What follows belongs to an exercise in optimizing a design on an open flow for small area and few clock cycles per item; a production flow would make more cautious choices.
Function was checked by simulation only, so behaviour that the tests miss may differ from the original.

<file path="flow/design.v">
package escc_pkg;
  localparam logic [7:0] MAX_YEAR_OFS = 8'd136;
  localparam logic [1:0] ST_OK    = 2'd0;
  localparam logic [1:0] ST_RANGE = 2'd1;
  localparam logic [1:0] ST_OVF   = 2'd2;
  function automatic logic is_leap(input logic [7:0] y);
    is_leap = (y[1:0] == 2'd2);
  endfunction
  function automatic logic [4:0] month_days(input logic [7:0] y, input logic [3:0] m);
    month_days = (m == 4'd2) ? (is_leap(y) ? 5'd29 : 5'd28) :
                 (m == 4'd4 || m == 4'd6 || m == 4'd9 || m == 4'd11) ? 5'd30 :
                 (m == 4'd0 || m > 4'd12) ? 5'd0 : 5'd31;
  endfunction
  function automatic logic [8:0] month_start(input logic [3:0] m);
    month_start = (m == 4'd2)  ? 9'd31  : (m == 4'd3)  ? 9'd59  : (m == 4'd4)  ? 9'd90  :
                  (m == 4'd5)  ? 9'd120 : (m == 4'd6)  ? 9'd151 : (m == 4'd7)  ? 9'd181 :
                  (m == 4'd8)  ? 9'd212 : (m == 4'd9)  ? 9'd243 : (m == 4'd10) ? 9'd273 :
                  (m == 4'd11) ? 9'd304 : (m == 4'd12) ? 9'd334 : 9'd0;
  endfunction
endpackage
module escc_add #(
  parameter int W    = 8,
  parameter int FAST = 0     
) (
  input  logic [W-1:0] a,
  input  logic [W-1:0] b,
  input  logic         ci,
  output logic [W-1:0] s
);
  if (FAST == 1) begin : g_fast
    assign s = a + b + {{(W-1){1'b0}}, ci};
  end else if (FAST == 2) begin : g_csel
    localparam int L = W / 2;
    localparam int H = W - L;
    logic [L:0] cl;
    logic [H:0] c0, c1;
    logic [H-1:0] s0, s1;
    assign cl[0] = ci;
    for (genvar i = 0; i < L; i++) begin : g_lo
      assign s[i]    = a[i] ^ b[i] ^ cl[i];
      assign cl[i+1] = (a[i] & b[i]) | (cl[i] & (a[i] ^ b[i]));
    end
    assign c0[0] = 1'b0;
    assign c1[0] = 1'b1;
    for (genvar i = 0; i < H; i++) begin : g_hi
      assign s0[i]   = a[L+i] ^ b[L+i] ^ c0[i];
      assign c0[i+1] = (a[L+i] & b[L+i]) | (c0[i] & (a[L+i] ^ b[L+i]));
      assign s1[i]   = a[L+i] ^ b[L+i] ^ c1[i];
      assign c1[i+1] = (a[L+i] & b[L+i]) | (c1[i] & (a[L+i] ^ b[L+i]));
    end
    assign s[W-1:L] = (s1 & {H{cl[L]}}) | (s0 & {H{~cl[L]}});
  end else begin : g_rca
    logic [W:0] c;
    assign c[0] = ci;
    for (genvar i = 0; i < W; i++) begin : g_bit
      assign s[i]   = a[i] ^ b[i] ^ c[i];
      assign c[i+1] = (a[i] & b[i]) | (c[i] & (a[i] ^ b[i]));
    end
  end
endmodule
module escc_csa #(
  parameter int N = 3,
  parameter int W = 8
) (
  input  logic [N*W-1:0] rows,
  output logic [W-1:0]   s,
  output logic [W-1:0]   c
);
  logic [(N-1)*W-1:0] ss, cc;
  assign ss[W-1:0] = rows[W-1:0];
  assign cc[W-1:0] = rows[2*W-1:W];
  for (genvar i = 1; i < N - 1; i++) begin : g_lvl
    logic [W-1:0] x, y, z, m;
    assign x = ss[(i-1)*W +: W];
    assign y = cc[(i-1)*W +: W];
    assign z = rows[(i+1)*W +: W];
    assign m = (x & y) | (x & z) | (y & z);
    assign ss[i*W +: W] = x ^ y ^ z;
    assign cc[i*W +: W] = {m[W-2:0], 1'b0};
  end
  assign s = ss[(N-2)*W +: W];
  assign c = cc[(N-2)*W +: W];
endmodule
module escc_sum #(
  parameter int N    = 3,
  parameter int W    = 8,
  parameter int FAST = 0,
  parameter int K    = 0
) (
  input  logic [N*W-1:0] rows,
  input  logic           ci,
  output logic [W-1:0]   s
);
  logic [W-1:0] fs, fc;
  if (K == 0) begin : g_one
    escc_csa #(.N(N), .W(W)) u_csa (.rows(rows), .s(fs), .c(fc));
  end else begin : g_two
    logic [W-1:0] s1, c1, s2, c2;
    escc_csa #(.N(K), .W(W)) u_c1 (.rows(rows[K*W-1:0]), .s(s1), .c(c1));
    if (N - K >= 2) begin : g_c2
      escc_csa #(.N(N-K), .W(W)) u_c2 (.rows(rows[N*W-1:K*W]), .s(s2), .c(c2));
      escc_csa #(.N(4), .W(W)) u_c3 (.rows({c2, s2, c1, s1}), .s(fs), .c(fc));
    end else begin : g_c1
      escc_csa #(.N(3), .W(W)) u_c3 (.rows({rows[N*W-1:K*W], c1, s1}), .s(fs), .c(fc));
    end
  end
  escc_add #(.W(W), .FAST(FAST)) u_add (.a(fs), .b(fc), .ci(ci), .s(s));
endmodule
module escc_dpath (
  input  logic        clk,
  input  logic        en,
  input  logic        op,
  input  logic [31:0] epoch_seconds,
  input  logic [7:0]  year,
  input  logic [3:0]  month,
  input  logic [4:0]  day,
  input  logic [4:0]  hour,
  input  logic [5:0]  minute,
  input  logic [5:0]  second,
  output logic [31:0] res_seconds,
  output logic [7:0]  res_year,
  output logic [3:0]  res_month,
  output logic [4:0]  res_day,
  output logic [4:0]  res_hour,
  output logic [5:0]  res_minute,
  output logic [5:0]  res_second,
  output logic [1:0]  status
);
  logic [24:0] a;
  logic [19:0] qs;
  logic [15:0] q_a;
  logic        bad_a;
  assign a = epoch_seconds[31:7];
  escc_sum #(.N(6), .W(20), .FAST(1)) u_q (
    .rows ({ {16'hffff, ~a[24:21]},
             {13'd0, a[24:18]},
             {12'd0, a[24:17]},
             {8'd0, a[24:13]},
             {3'b111, ~a[24:8]},
             {1'b0, a[24:6]} }),
    .ci   (1'b0),
    .s    (qs)
  );
  assign q_a = qs[19] ? 16'd0 : qs[18:3];    
  assign bad_a = (year > escc_pkg::MAX_YEAR_OFS) || (month == 4'd0) || (month > 4'd12) ||
                 (day == 5'd0) || (day > escc_pkg::month_days(year, month)) ||
                 (hour > 5'd23) || (minute > 6'd59) || (second > 6'd59);
  logic        op_b, bad_b;
  logic [33:0] r1;
  always_ff @(posedge clk) begin
    if (en) begin
      op_b  <= op;
      bad_b <= bad_a;
      r1    <= op ? {year, month, day, hour, minute, second}
                  : {q_a, epoch_seconds[17:0]};
    end
  end
  logic [15:0] q_b;
  logic [10:0] alo_b;
  logic [6:0]  lo_b;
  logic [10:0] nq;
  logic [10:0] rest_b;      
  logic        e_b;
  logic [7:0]  q4s;
  logic [5:0]  q4_b;
  assign q_b   = r1[33:18];
  assign alo_b = r1[17:7];
  assign lo_b  = r1[6:0];
  assign nq    = ~q_b[10:0];
  escc_sum #(.N(7), .W(11)) u_r (
    .rows ({ 11'd675,
             {nq[1:0], 9'd0},
             {nq[3:0], 7'd0},
             {nq[5:0], 5'd0},
             {nq[9:0], 1'b0},
             nq,
             alo_b }),
    .ci   (1'b0),
    .s    (rest_b)
  );
  assign e_b = (rest_b >= 11'd675);
  escc_sum #(.N(3), .W(8)) u_q4 (
    .rows ({ {4'hf, ~q_b[15:12]},
             {2'b00, q_b[15:10]},
             {1'b0, q_b[15:9]} }),
    .ci   (1'b1),
    .s    (q4s)
  );
  assign q4_b = q4s[7:2];
  logic [7:0]  y_b;
  logic [3:0]  m_b;
  logic [4:0]  d_b, h_b;
  logic [5:0]  mi_b, s_b;
  logic [8:0]  cum;
  logic [15:0] days1_b;
  logic [16:0] sod1_b;
  assign {y_b, m_b, d_b, h_b, mi_b, s_b} = r1;
  assign cum = escc_pkg::month_start(m_b) + 9'(escc_pkg::is_leap(y_b) && (m_b > 4'd2));
  escc_sum #(.N(10), .W(16), .K(5), .FAST(2)) u_days1 (
    .rows ({ 16'hffff,
             {11'd0, d_b},
             {7'd0, cum},
             {10'd0, y_b[7:2]},
             {8'd0, y_b},
             {6'd0, y_b, 2'd0},
             {5'd0, y_b, 3'd0},
             {3'd0, y_b, 5'd0},
             {2'd0, y_b, 6'd0},
             {y_b, 8'd0} }),
    .ci   (y_b[1:0] == 2'd3),
    .s    (days1_b)
  );
  escc_sum #(.N(7), .W(17)) u_sod1 (
    .rows ({ {11'd0, s_b},
             {9'h1ff, ~mi_b, 2'b11},
             {5'd0, mi_b, 6'd0},
             {8'd0, h_b, 4'd0},
             {3'd0, h_b, 9'd0},
             {2'd0, h_b, 10'd0},
             {1'd0, h_b, 11'd0} }),
    .ci   (1'b1),
    .s    (sod1_b)
  );
  logic        op_c, bad_c;
  logic [36:0] r2;
  always_ff @(posedge clk) begin
    if (en) begin
      op_c  <= op_b;
      bad_c <= bad_b;
      r2    <= op_b ? {4'd0, days1_b, sod1_b}
                    : {q_b[11:0], q4_b, rest_b, lo_b, e_b};
    end
  end
  logic [11:0] q_c;
  logic [5:0]  q4_c;
  logic [10:0] rest_c;
  logic [6:0]  lo_c;
  logic        e_c;
  logic [5:0]  nq4;
  logic [11:0] r4;
  logic [2:0]  cnt;
  logic [8:0]  tsel;
  logic [8:0]  doy_c;
  assign {q_c, q4_c, rest_c, lo_c, e_c} = r2;
  assign nq4 = ~q4_c;
  escc_sum #(.N(9), .W(12), .K(5), .FAST(2)) u_r4 (
    .rows ({ {nq4[1:0], 10'd0},
             {nq4[3:0], 8'd0},
             {nq4[4:0], 7'd0},
             {1'b1, nq4, 5'd0},
             {2'b11, nq4, 4'd0},
             {4'hf, nq4, 2'd0},
             {6'h3f, nq4},
             12'd1826,
             q_c }),
    .ci   (e_c),
    .s    (r4)
  );
  always_comb begin
    if      (r4 >= 12'd2556) begin cnt = 3'd7; tsel = 9'(2556); end
    else if (r4 >= 12'd2191) begin cnt = 3'd6; tsel = 9'(2191); end
    else if (r4 >= 12'd1826) begin cnt = 3'd5; tsel = 9'(1826); end
    else if (r4 >= 12'd1461) begin cnt = 3'd4; tsel = 9'(1461); end
    else if (r4 >= 12'd1095) begin cnt = 3'd3; tsel = 9'(1095); end
    else if (r4 >= 12'd730)  begin cnt = 3'd2; tsel = 9'(730);  end
    else if (r4 >= 12'd365)  begin cnt = 3'd1; tsel = 9'(365);  end
    else                     begin cnt = 3'd0; tsel = 9'd0;     end
  end
  assign doy_c  = r4[8:0] - tsel;
  logic [6:0]  hs;
  logic [5:0]  hh;
  logic [12:0] rs;
  logic        eh;
  logic [11:0] rsec_c;
  logic [4:0]  hour_c;
  escc_add #(.W(7)) u_hh (
    .a  (rest_c[10:4]),
    .b  ({3'd0, rest_c[10:7]}),
    .ci (1'b0),
    .s  (hs)
  );
  assign hh = hs[6:1];
  escc_sum #(.N(4), .W(13)) u_rs (
    .rows ({ {hh[0], 12'd0},
             {hh[3:0], 9'd0},
             {3'b111, ~hh, 4'hf},
             {rest_c[5:0], lo_c} }),
    .ci   (1'b1),
    .s    (rs)
  );
  assign eh     = (rs >= 13'd3600);
  assign rsec_c = eh ? 12'(rs - 13'd3600) : rs[11:0];
  assign hour_c = 5'(hh + 6'(eh) - (e_c ? 6'd24 : 6'd0));
  logic [15:0] days1_c;
  logic [16:0] sod1_c;
  logic [32:0] tot_c;
  assign days1_c = r2[32:17];
  assign sod1_c  = r2[16:0];
  escc_sum #(.N(6), .W(33), .FAST(1)) u_tot (
    .rows ({ {1'd0, days1_c, 16'd0},
             {3'd0, days1_c, 14'd0},
             {5'd0, days1_c, 12'd0},
             {9'd0, days1_c, 8'd0},
             {10'd0, days1_c, 7'd0},
             {16'd0, sod1_c} }),
    .ci   (1'b0),
    .s    (tot_c)
  );
  logic        op_d, bad_d;
  logic [34:0] r3;
  always_ff @(posedge clk) begin
    if (en) begin
      op_d  <= op_c;
      bad_d <= bad_c;
      r3    <= op_c ? {2'd0, tot_c}
                    : {q4_c, cnt, doy_c, hour_c, rsec_c};
    end
  end
  logic [5:0]  q4_d;
  logic [2:0]  cnt_d;
  logic [7:0]  yr_d;
  logic [8:0]  doy_d;
  logic        leap_d;
  logic [4:0]  hour_d;
  logic [11:0] rsec_d;
  assign {q4_d, cnt_d, doy_d, hour_d, rsec_d} = r3;
  assign yr_d   = {q4_d, 2'b00} + {5'd0, cnt_d} - 8'd1;
  assign leap_d = (cnt_d[1:0] == 2'd3);
  logic [8:0] d2;
  logic       feb29;
  logic [3:0] mon;
  logic [4:0] mday;
  assign feb29 = leap_d && (doy_d == 9'd59);
  assign d2    = (leap_d && (doy_d > 9'd59)) ? doy_d - 9'd1 : doy_d;
  always_comb begin
    if      (d2 >= 9'd334) mon = 4'd12;
    else if (d2 >= 9'd304) mon = 4'd11;
    else if (d2 >= 9'd273) mon = 4'd10;
    else if (d2 >= 9'd243) mon = 4'd9;
    else if (d2 >= 9'd212) mon = 4'd8;
    else if (d2 >= 9'd181) mon = 4'd7;
    else if (d2 >= 9'd151) mon = 4'd6;
    else if (d2 >= 9'd120) mon = 4'd5;
    else if (d2 >= 9'd90)  mon = 4'd4;
    else if (d2 >= 9'd59)  mon = 4'd3;
    else if (d2 >= 9'd31)  mon = 4'd2;
    else                   mon = 4'd1;
    if (feb29) mon = 4'd2;
  end
  assign mday = feb29 ? 5'd29 : 5'(d2[4:0] - escc_pkg::month_start(mon)) + 5'd1;
  logic [9:0]  yq;
  logic [10:0] ms;
  logic [5:0]  mn, sc;
  assign yq = rsec_d[11:2];
  escc_sum #(.N(4), .W(11)) u_mn (
    .rows ({ 11'd2,
             {8'd0, yq[9:7]},
             {4'd0, yq[9:3]},
             {yq, 1'b0} }),
    .ci   (1'b0),
    .s    (ms)
  );
  assign mn = ms[10:5];
  assign sc = 6'(rsec_d[5:0] + {mn[3:0], 2'b00});
  always_comb begin
    res_seconds = '0;
    res_year    = '0;
    res_month   = '0;
    res_day     = '0;
    res_hour    = '0;
    res_minute  = '0;
    res_second  = '0;
    status      = escc_pkg::ST_OK;
    if (op_d) begin
      if (bad_d)         status = escc_pkg::ST_RANGE;
      else if (r3[32])   status = escc_pkg::ST_OVF;
      else               res_seconds = r3[31:0];
    end else begin
      res_year   = yr_d;
      res_month  = mon;
      res_day    = mday;
      res_hour   = hour_d;
      res_minute = mn;
      res_second = sc;
    end
  end
endmodule
module epoch_seconds_calendar_converter (
  input  logic        clk,
  input  logic        rst_n,
  input  logic        in_valid,
  output logic        in_ready,
  input  logic        in_op,
  input  logic [31:0] in_epoch_seconds,
  input  logic [7:0]  in_year,
  input  logic [3:0]  in_month,
  input  logic [4:0]  in_day,
  input  logic [4:0]  in_hour,
  input  logic [5:0]  in_minute,
  input  logic [5:0]  in_second,
  output logic        out_valid,
  input  logic        out_ready,
  output logic [31:0] res_seconds,
  output logic [7:0]  res_year,
  output logic [3:0]  res_month,
  output logic [4:0]  res_day,
  output logic [4:0]  res_hour,
  output logic [5:0]  res_minute,
  output logic [5:0]  res_second,
  output logic [1:0]  status
);
  logic [2:0] valid_r;    
  logic       en;
  assign en       = !valid_r[2] || out_ready;
  assign in_ready = en;
  always_ff @(posedge clk) begin
    if (!rst_n) begin
      valid_r <= 3'b000;
    end else if (en) begin
      valid_r <= {valid_r[1:0], in_valid};
    end
  end
  assign out_valid = valid_r[2];
  escc_dpath u_dp (
    .clk           (clk),
    .en            (en),
    .op            (in_op),
    .epoch_seconds (in_epoch_seconds),
    .year          (in_year),
    .month         (in_month),
    .day           (in_day),
    .hour          (in_hour),
    .minute        (in_minute),
    .second        (in_second),
    .res_seconds   (res_seconds),
    .res_year      (res_year),
    .res_month     (res_month),
    .res_day       (res_day),
    .res_hour      (res_hour),
    .res_minute    (res_minute),
    .res_second    (res_second),
    .status        (status)
  );
endmodule
</file>
<file path="flow/run.sh">
#!/bin/bash
# synth_recipe.tcl (not shown) runs the flow's synth.tcl, then flattens the netlist and writes it again
# the make line also repeats each setting of config.mk as NAME=value (left out here)
make -C /OpenROAD-flow-scripts/flow DESIGN_CONFIG=/design/flow/config.mk WORK_HOME=/design/flow/orfs CLKGATE_MAP_FILE= SYNTH_SCRIPT=/design/flow/synth_recipe.tcl finish
</file>
<file path="flow/config.mk">
export PLATFORM = sky130hd
export DESIGN_NAME = epoch_seconds_calendar_converter
export DESIGN_NICKNAME = epoch_seconds_calendar_converter
export VERILOG_FILES = /design/flow/design.v
export SDC_FILE = /design/flow/constraint.sdc
export NUM_CORES = 4
export LEC_CHECK = 0
export CAP_MARGIN = 20
export CORE_MARGIN = 2
export CORE_UTILIZATION = 40
export SLEW_MARGIN = 20
</file>
<file path="flow/constraint.sdc">
create_clock -name core_clock -period 8.0 [get_ports {clk}]
set_input_delay 1.6000 -clock core_clock [delete_from_list [all_inputs] [get_ports {clk}]]
set_output_delay 1.6000 -clock core_clock [all_outputs]
set_load 0.01 [all_outputs]
</file>
==> results.py <==
metrics = {
    "timing": {
        "skew_ps": 10.10,
        "min_period_over_period_pct": 93.62,
        "tns_ps": 0,
        "min_period_ps": 7489,
        "hold_viol": 0,
        "setup_viol": 0,
        "tightest_slew_ps": 1033,
        "rsz0062_at_grt": "no",
        "slew_headroom_pct": 31.14,
        "slew_viol_final": 0,
        "clock.fmax_ghz": 0.1335,
    },
    "logic_synthesis": {
        "synth_top_area_share_pct": 24.21,
        "synthTopCellsByCount": "inv_1, ha_1, fa_1",
        "synthDistinctLibCells": 79,
        "seq_area_frac_synth_pct": 17.69,
        "netlist_instances": 1999,
        "synth_area_per_cell_um2": 9.678,
        "synth-seq-cells": 115,
        "async_reset_ff_share_pct": 0,
        "synth.area.top_cells": "fa_1, ha_1, edfxtp_1",
        "yosysWarningCount": 2,
        "synth_area_um2": 19350,
        "synth_edf_count": 112,
        "synthFlopType": "edfxtp_1",
        "synth_top_cell_by_area": "fa_1",
        "syn-num-nets": 2636,
        "yosysMostFrequentCell": "inv_1",
    },
    "grt": {
        "grtUsageTotal_pct": 17.30,
        "overflow": 0,
        "first_global_vias": 14090,
        "grt_pass1_wl_um": 69820,
        "antenna_found_initial": 0,
        "grt_max_degree": 78,
    },
    "clock_network": {
        "clock_latency_ps": 440,
        "cts_root_buffer": "clkbuf_16",
        "cts.sinks": 115,
        "cts-htree-levels": 4,
        "cts_made_buffers": 17,
        "path_clk_slew_ps": 60,
        "cts_hold_buffers": 0,
        "cts_tree": "built",
        "clock_path_buffers": 2,
    },
    "setup_path": {
        "crit_path_max_fanout": 5,
        "crit_end": "u_dp.r3[25]",
        "critical-path-top-delay-family": "adder cells",
        "r2r_cells": 34,
        "worstSetupPathType": "reg -> reg",
        "critPathRequiredTime_ps": 8190,
        "crit_path_end_kind": "flop",
        "crit_cells": 34,
        "r2r_setup_slack_ps": 510,
        "cp_slowest_stage_delay_ps": 530,
        "crit_start": "u_dp.r2[24]",
        "cp_common_cell": "fa_1",
        "cp_slowest_cell": "fa_1",
        "worstPathArrival_ps": 7680,
        "path_buf_inv": 6,
        "r2r-end": "u_dp.r3[25]",
        "critPathLaunchType": "flop",
        "timing.rr.start": "u_dp.r2[24]",
    },
    "cells_and_area": {
        "fin_nets": 2766,
        "drive_gt1_share_pct": 4.902,
        "fin_util_pct": 46.26,
        "diodes": 0,
        "syn_to_final_growth_pct": 14.16,
    },
    "route": {
        "num_vias": 13660,
        "route.detailed.drc": 0,
        "firstDrtPassIters": 5,
        "vias_per_cell": 4.954,
        "wirelength_um": 42000,
        "wl_per_cell_um": 15.23,
        "drt_first_iter_violations": 608,
        "drtAntennaViolNets": 0,
    },
    "floorplan": {
        "core_um2": 47750,
        "ios": 141,
        "die-area_um2": 50140,
        "die_h_um": 223.9,
        "die_w_um": 223.9,
        "row_count": 80,
        "start_util_pct": 40.52,
    },
    "hold_path": {
        "hp-class": "reg -> reg",
    },
    "run_status": {
        "status": "no timing/DRC/antenna violations",
    },
    "place": {
        "dp_hpwl_um": 35780,
        "gp_congestion": 0.9024,
        "portBuffers": 140,
    },
    "run": {
        "drv_cap": 0,
    },
}
-- per-stage QoR --
stage / hold WS [ps] / instances / worst slack [ps] / instance area [um^2]
after floorplan: 400.3 / 1999 / 535.0 / 19350
after global placement: 448.0 / 2723 / 380.3 / 21440
after detailed placement: 454.6 / 2723 / 104.8 / 21440
after CTS: 466.5 / 2755 / 69.69 / 22050
after global routing: 472.1 / 2757 / 6.956 / 22090
final: 463.3 / 2757 / 510.7 / 22090
-- placed cells by master (no fill, tap or decap), types with 4 or more instances in the layout --
master           netlist  final
inv_1                479    479
ha_1                 332    332
fa_1                 234    234
clkdlybuf4s50_1        0    139
edfxtp_1             112    112
nor2_1               105    105
nand2_1               86     86
a21oi_1               75     73
xnor2_1               68     67
o21ai_0               55     52
xor2_1                35     35
and2_1                35     35
nor3_1                32     32
nor2b_1               31     31
mux2_2                27     27
mux2i_1               22     21
o31ai_1               21     21
nand3_1               18     18
a21o_1                18     18
buf_4                  0     18
clkbuf_16              0     17
nand2b_1              12     11
and3_1                10     10
o21a_1                 9      9
a31oi_1                9      9
o211ai_1               8      8
or3_1                  7      7
nor4_1                 6      6
o41ai_1                6      6
or2_2                  5      5
o21bai_1               5      5
o31a_1                 5      5
a21boi_0               5      4
a31o_2                 4      4
a21boi_1               3      4
a221oi_1               4      4
nand4_1                4      4
clkinv_4               0      4
-- cells by family (layout without fill, tap and decap cells) --
group	count (synthesis)	after routing	share of synthesized area, %
DFF	115	115	17.70
buffers and inverters	527	670	10.37
muxes	49	49	2.710
and+or+nand+nor	372	372	9.552
xor gates and xnor gates	104	104	4.779
AOI/OAI and AO/OA	266	266	9.210
adders and majority gates	566	566	45.69
-- tightest hold or removal path, delay by kind of cell (launching register included) --
| family | cells | cell delay, ps |
|---|---|---|
| compound gates | 1 | 60 |
| flops | 1 | 310 |
| buf+inv | 1 | 40 |
-- state kept, by name, summed over array words and instances, names as in the netlist --
name and count:
u_dp.r2 37, u_dp.r3 35, u_dp.r1 34, valid_r 3, u_dp.bad_b 1, u_dp.bad_c 1
u_dp.bad_d 1, u_dp.op_b 1, u_dp.op_c 1, u_dp.op_d 1
-- routing by layer --
| metal | vias up | GRT usage (%) | share of wire (%) |
|---|---|---|---|
| li1 | 6754 | - | - |
| met2 | 231 | 30.80 | 50 |
| met1 | 6625 | 22.17 | 45 |
| met3 | 47 | 2.374 | 3.5 |
| met5 | - | 0 | 0 |
| met4 | 0 | 4.194 | 1.6 |
-- repair_timing --
action                                  in CTS  in global routing
setup buffers                                0                  2
resized for setup                            0                  9
endpoints found under the setup margin       0                  3
-- worst min-delay path by stage --
| stage | start | end | cells past startpoint |
|---|---|---|---|
| floorplan | u_dp.bad_b | u_dp.bad_c | 0 |
| global placement | valid_r[1] | valid_r[2] | 2 |
| detailed placement | valid_r[1] | valid_r[2] | 2 |
| CTS | valid_r[1] | valid_r[2] | 2 |
| global route | valid_r[1] | valid_r[2] | 2 |
| finish | valid_r[1] | valid_r[2] | 2 |
-- area by class of cell --
type / count / area [um^2]
repair buffers: 158 / 1531
inverters: 480 / 1802
flip-flops and latches: 115 / 3423
multi-input cells: 1357 / 13950
well taps: 615 / 769.5
clock buffers: 18 / 429.2
fillers: 4607 / 25660
clock inverters: 14 / 178.9
Testbench counts, summed over its fixed seeds: cycles 3,224, items 3,200.

==> afterwards: timing with drivers on the ports <==
In the flow no input, the clock included, has a driving cell. The finished layout below was timed again as built, in two steps. Step 1, drivers: a clkbuf_16 drives clk and a buf_2 each remaining input, both assumed. Step 2 times the ports against the registers' clock, not the clock port: input delays grow and output delays shrink by t, the midpoint of the rising clock arrivals with the driver on. a / b / c = ideal / step 1 / step 2; a / b = the first two.
shift t [ns]: 0.492
setup WS [ns]: 0.511 / 0.489 / 0.511
cell pins on the clock port's net: 1
After both steps setup and hold are still met in this run. The setup slack of this run moves by -0.022 ns with the drivers and by 0.000 ns with both steps.
